Context: an optimization exercise on an open-source flow, tuned for small area. The choices shown serve that exercise and are no tape-out recipe.
Function was checked by simulation only, so behaviour that the tests miss may differ from the original.
No activity file was given, so power comes from the tool's default toggle rates.

== v24 ==
## tdc_click_top
module tdc_click_top #(
	parameter int WINDOW_CYCLES = 1000
) (
	input  logic        clk200_i,
	input  logic        gc_rst,
	input  logic        apb_psel_i,
	input  logic        apb_penable_i,
	input  logic        apb_pwrite_i,
	input  logic [7:0]  apb_paddr_i,
	input  logic [31:0] apb_pwdata_i,
	output logic [31:0] apb_prdata_o,
	output logic        apb_pready_o,
	output logic        apb_pslverr_o,
	input  logic        frame_i,
	input  logic        sdi_i,
	input  logic        pps_i,
	output logic        rec_valid_o,
	output logic [1:0]  rec_click_o,
	output logic [47:0] rec_gc_o,
	output logic [31:0] rec_tdc_o,
	output logic        count_valid_o
);
Size: roughly 1,200 cells after synthesis, roughly 250 flip-flops.
==> flow/config.mk <==
export PLATFORM = sky130hd
export DESIGN_NAME = tdc_click_top
export DESIGN_NICKNAME = tdc_click_top
export VERILOG_FILES = /design/flow/design.v
export SDC_FILE = /design/flow/constraint.sdc
export NUM_CORES = 4
export LEC_CHECK = 0
export CAP_MARGIN = 20
export CORE_MARGIN = 2
export CORE_UTILIZATION = 65
export CTS_CLUSTER_DIAMETER = 75
export CTS_CLUSTER_SIZE = 26
export SLEW_MARGIN = 20
==> flow/constraint.sdc <==
create_clock -name core_clock -period 11.0 [get_ports {clk200_i}]
set_input_delay 2.2000 -clock core_clock [delete_from_list [all_inputs] [get_ports {clk200_i}]]
set_output_delay 2.2000 -clock core_clock [all_outputs]
set_load 0.01 [all_outputs]
standard.sh (not shown) runs the stock make flow with config.mk's settings and CLKGATE_MAP_FILE= SYNTH_SCRIPT=/design/flow/synth_recipe.tcl, a recipe that flattens the netlist after the stock synthesis.
==> flow/flow/run.sh <==
#!/bin/bash
# Own layout flow: the standard ORFS flow with three changes
#  - synthesis maps the logic with an area-oriented ABC script (abc_lean.script)
#    at the real clock period, and without the full/half adder cell extraction;
#    registers, their names and cell types are as in the standard synthesis
#  - the port buffers use the smallest buffer cell
# Every tool's output goes to a log file in this folder.
set -euo pipefail
WORK=$(pwd)
FLOWDIR=$WORK/flow
# synthesis script: the standard flow's, with ABC's mapping script swapped
{
  head -n 1 synth_recipe.tcl
  cat <<TCL
proc abc {args} {
  set i [lsearch -exact \$args -script]
  if { \$i >= 0 } { set args [lreplace \$args [expr {\$i + 1}] [expr {\$i + 1}] $FLOWDIR/abc_lean.script] }
  set i [lsearch -exact \$args -D]
  if { \$i >= 0 } { set args [lreplace \$args [expr {\$i + 1}] [expr {\$i + 1}] [expr {int(\$::env(FLOW_PERIOD_NS) * 1150)}]] }
  puts "lean abc: \$args"
  yosys abc {*}\$args
}
TCL
  tail -n +2 synth_recipe.tcl
} > lean_synth.tcl
sed "s#$WORK/synth_recipe.tcl#$WORK/lean_synth.tcl#" standard.sh > lean_standard.sh
grep -q lean_synth.tcl lean_standard.sh
export BUFFER_PORTS_ARGS="-buffer_cell sky130_fd_sc_hd__buf_1"
bash lean_standard.sh "ADDER_MAP_FILE=" finish > flow_make.log 2>&1
==> flow/flow/abc_lean.script <==
strash
dc2
balance
rewrite
refactor
balance
rewrite
rewrite -z
balance
refactor -z
rewrite -z
balance
strash
&get -n
&dch -f
&nf -p -R 20 {D}
&put
v24 | stages: all done | timing, DRC, antenna: all pass
Inputs modified between v24 and v25:
# v24
export LEC_CHECK = 0
export CAP_MARGIN = 20
export CORE_MARGIN = 2
export CORE_UTILIZATION = 65
export CTS_CLUSTER_DIAMETER = 75
export CTS_CLUSTER_SIZE = 26
export SLEW_MARGIN = 20
create_clock -name core_clock -period 11.0 [get_ports {clk200_i}]
# v25
export LEC_CHECK = 0
export CAP_MARGIN = 10
export CORE_MARGIN = 2
export CORE_UTILIZATION = 65
export CTS_CLUSTER_DIAMETER = 75
export CTS_CLUSTER_SIZE = 26
export SLEW_MARGIN = 10
create_clock -name core_clock -period 11.0 [get_ports {clk200_i}]
-- flow/flow/run.sh --
<<< v24, line 19
  if { \$i >= 0 } { set args [lreplace \$args [expr {\$i + 1}] [expr {\$i + 1}] [expr {int(\$::env(FLOW_PERIOD_NS) * 1150)}]] }
>>> v25, line 19
  if { \$i >= 0 } { set args [lreplace \$args [expr {\$i + 1}] [expr {\$i + 1}] [expr {int(\$::env(FLOW_PERIOD_NS) * 1000)}]] }
Findings:
All of v25 and v24 finish clean.
On data required time at the worst endpoint, v25 and v24 are neck and neck.
v24 -> v25: deepest level of the CTS H-tree delta 0, exact match
Diff v25..v24 | all-layer global routing usage | unchanged
On number of flops mapped to enable cells by yosys, v25 tracks v24 almost exactly.
Reported for v25 and v24, overall die height turned out identical to the last digit.
Final critical path time including I/O delays and setup: v24 vs v25, no meaningful difference
Input-level comparison between v23 and v25:
# v25
export LEC_CHECK = 0
export CAP_MARGIN = 10
export CORE_MARGIN = 2
export CORE_UTILIZATION = 65
export CTS_CLUSTER_DIAMETER = 75
export CTS_CLUSTER_SIZE = 26
export SLEW_MARGIN = 10
create_clock -name core_clock -period 11.0 [get_ports {clk200_i}]
# v23
export LEC_CHECK = 0
export CAP_MARGIN = 20
export CORE_MARGIN = 2
export CORE_UTILIZATION = 65
export CTS_CLUSTER_DIAMETER = 80
export CTS_CLUSTER_SIZE = 30
export SLEW_MARGIN = 20
create_clock -name core_clock -period 11.0 [get_ports {clk200_i}]
==> flow/flow/abc_lean.script <==
strash
&get -n
&fraig -x
&put
dc2
strash
&get -n
&dch -f
&nf {D}
&put
[summary]
Relative to v25, v23 improves final critical path time including I/O delays and setup. Buffer count from post-CTS setup fixing (v23 over v25): decrease, 2. From v25 to v23 the numbers moved as follows: post-layout worst setup margin higher, sequential share of layout area went down by 0.34 points, placed wire-length estimate up about 4.4%.
## Diff of input files: v47 against v23
# v23
export LEC_CHECK = 0
export CAP_MARGIN = 20
export CORE_MARGIN = 2
export CORE_UTILIZATION = 65
export CTS_CLUSTER_DIAMETER = 80
export CTS_CLUSTER_SIZE = 30
export SLEW_MARGIN = 20
create_clock -name core_clock -period 11.0 [get_ports {clk200_i}]
# v47
export LEC_CHECK = 0
export CAP_MARGIN = 20
export CORE_MARGIN = 2
export CORE_UTILIZATION = 40
export SLEW_MARGIN = 20
create_clock -name core_clock -period 11.0 [get_ports {clk200_i}]
==> flow/run.sh (new file) <==
#!/bin/bash
# synth_recipe.tcl (not shown) runs the flow's synth.tcl, then flattens the netlist and writes it again
# the make line also repeats each setting of config.mk as NAME=value (left out here)
make -C /OpenROAD-flow-scripts/flow DESIGN_CONFIG=/design/flow/config.mk WORK_HOME=/design/flow/orfs CLKGATE_MAP_FILE= SYNTH_SCRIPT=/design/flow/synth_recipe.tcl finish
removed: flow/flow/run.sh
removed: flow/flow/abc_lean.script
removed: flow/standard.sh
## What came out
On area share of buffers outside the clock network: v47 sits above v23.
Delta (v47 minus v23): peak per-stage delay on the critical path up 0.09 ns, critical path depth moved up, multiplexer share of the synthesized area picked up an extra 1.6 points, gate count after technology mapping up 15%.
v23 has lower minimum setup slack after placement than v47.
Summary of the comparison: worst hold slack is lower in v47, relative to v23.
Taking v47 as 1.0, v23 lands at 0.69 on leakage power.
v47 finished end to end and its layout was clean on timing, DRC and antenna.
Clock period minus worst slack (higher): v23

========
## run 1
tdc_click_top again, from the RTL that the note above started with.
export LEC_CHECK = 0
export CAP_MARGIN = 20
export CORE_MARGIN = 2
export CORE_UTILIZATION = 65
export SLEW_MARGIN = 20
create_clock -name core_clock -period 11.0 [get_ports {clk200_i}]
==> flow/flow/run.sh <==
#!/bin/bash
# Own layout flow: the standard ORFS flow with three changes
#  - synthesis maps the logic with an area-oriented ABC script (abc_lean.script)
#    at the real clock period, and without the full/half adder cell extraction;
#    registers, their names and cell types are as in the standard synthesis
#  - the port buffers use the smallest buffer cell
# Every tool's output goes to a log file in this folder.
set -euo pipefail
WORK=$(pwd)
FLOWDIR=$WORK/flow
# synthesis script: the standard flow's, with ABC's mapping script swapped
{
  head -n 1 synth_recipe.tcl
  cat <<TCL
proc abc {args} {
  set i [lsearch -exact \$args -script]
  if { \$i >= 0 } { set args [lreplace \$args [expr {\$i + 1}] [expr {\$i + 1}] $FLOWDIR/abc_lean.script] }
  set i [lsearch -exact \$args -D]
  if { \$i >= 0 } { set args [lreplace \$args [expr {\$i + 1}] [expr {\$i + 1}] [expr {int(\$::env(FLOW_PERIOD_NS) * 1000)}]] }
  puts "lean abc: \$args"
  yosys abc {*}\$args
}
TCL
  tail -n +2 synth_recipe.tcl
} > lean_synth.tcl
sed "s#$WORK/synth_recipe.tcl#$WORK/lean_synth.tcl#" standard.sh > lean_standard.sh
grep -q lean_synth.tcl lean_standard.sh
export BUFFER_PORTS_ARGS="-buffer_cell sky130_fd_sc_hd__buf_1"
bash lean_standard.sh "ADDER_MAP_FILE=" finish > flow_make.log 2>&1
==> flow/flow/abc_lean.script <==
strash
&get -n
&fraig -x
&put
dc2
strash
&get -n
&dch -f
&nf {D}
&put
> inputs changed (run 1 -> run 2)
- putting CTS_CLUSTER_SIZE at 20 where nothing was set
- putting CTS_CLUSTER_DIAMETER at 55 where nothing was set
- putting CTS_BUF_LIST at sky130_fd_sc_hd__clkbuf_8 sky130_fd_sc_hd__clkbuf_16 where nothing was set
==> flow/flow/abc_lean.script <==
strash
dc2
balance
rewrite
refactor
balance
rewrite
rewrite -z
balance
refactor -z
rewrite -z
balance
strash
&get -n
&dch -f
&nf -p -R 20 {D}
&put
[summary]
The placed standard-cell area in run 2 sits about 1% below the value recorded for run 1. In the metrics for run 2 and run 1, the one carrying the lower overall die height is run 2. Diff run 1 -> run 2: final standard cell area without fillers saw a decrease; share of the clock period used by the worst path after layout fell by 0.61 points. Summary of run 2 over run 1: sum of internal, switching and leakage power went down about 13%; maximum achievable frequency saw an increase.
Input-level comparison between run 3 and run 2:
- clearing CTS_CLUSTER_DIAMETER, which used to be 55
- clearing CTS_BUF_LIST, which used to be sky130_fd_sc_hd__clkbuf_8 sky130_fd_sc_hd__clkbuf_16
- swapping 65 for 40 in CORE_UTILIZATION
- clearing CTS_CLUSTER_SIZE, which used to be 20
==> flow/flow/abc_lean.script <==
strash
&get -n
&fraig -x
&put
dc2
strash
&get -n
&dch -f
&nf {D}
&put
Findings:
- Relative to run 2, the total clock buffers created by CTS of run 3 is higher by 32%.
- Summary of run 3 over run 2: register-to-register slack -0.10 ns; initial antenna violation count went up by 1.
- Run 3 vs. run 2: cell count of the worst reg-to-reg path went down by 19%.
- | endpoint required time on the critical path | run 3 vs run 2 | ≈ equal |
- Lower total via count after detailed routing among run 3 and run 2: run 2
- [run 3 vs run 2] clock transition at the registers of the reported paths: lower in run 3
Relative to run 3, the following input files were edited for run 4:
- an added CTS_CLUSTER_SIZE of 22
- an added CTS_CLUSTER_DIAMETER of 70
- a change of CORE_UTILIZATION from 40 to 65
==> flow/flow/abc_lean.script <==
strash
dc2
balance
rewrite
refactor
balance
rewrite
rewrite -z
balance
refactor -z
rewrite -z
balance
strash
&get -n
&dch -f
&nf -p -R 20 {D}
&put
==> run summary <==
- Register fraction of the total cell area, run 3 and run 4: higher on run 4
- From run 4 to run 3, number of violations of the max-capacitance limit did not move at all.
- Run 4: final design area excluding fillers lower than run 3
- Per the comparison of run 4 with run 3, total power down about 27%; number of buffers created by CTS now smaller; setup slack on the worst flop-to-flop path increased 0.04 ns; net switching share of the total power shrank by 3.3 points.

==> port drivers added, routing unchanged <==
How much do the figures lean on ideal ports? The routed layouts below were timed once more, with nothing changed but the port constraints. Step 1 assumes that a clkbuf_16 drives the clock port and a buf_2 every other input. Step 2, shift: input delay + t, output delay - t, t = (earliest + latest rising clock arrival at the registers) / 2. This alone moves slack from input paths to output paths. Slacks: ideal / step 1 / step 2; pairs: ideal / step 1.
run | shift t [ns] | setup slack, ns | hold slack, ns | worst register clock-pin slew, ns
v24 | 0.542 | 0.454 / 0.454 / 0.454 | 0.338 / 0.338 / 0.338 | 0.10 / 0.10
v25 | 0.542 | 0.454 / 0.454 / 0.454 | 0.338 / 0.338 / 0.338 | 0.10 / 0.10
v23 | 0.542 | 0.468 / 0.468 / 0.468 | 0.336 / 0.336 / 0.336 | 0.12 / 0.12
v47 | 0.625 | 0.889 / 0.889 / 0.889 | 0.331 / 0.331 / 0.331 | 0.07 / 0.07
run 1 | 0.575 | 0.439 / 0.439 / 0.439 | 0.328 / 0.328 / 0.328 | 0.06 / 0.06
run 2 | 0.567 | 0.506 / 0.506 / 0.506 | 0.341 / 0.341 / 0.341 | 0.08 / 0.08
run 3 | 0.605 | 0.404 / 0.404 / 0.404 | 0.327 / 0.327 / 0.327 | 0.06 / 0.06
run 4 | 0.546 | 0.441 / 0.441 / 0.441 | 0.341 / 0.341 / 0.341 | 0.09 / 0.09
After both steps setup and hold are still met in every run listed.
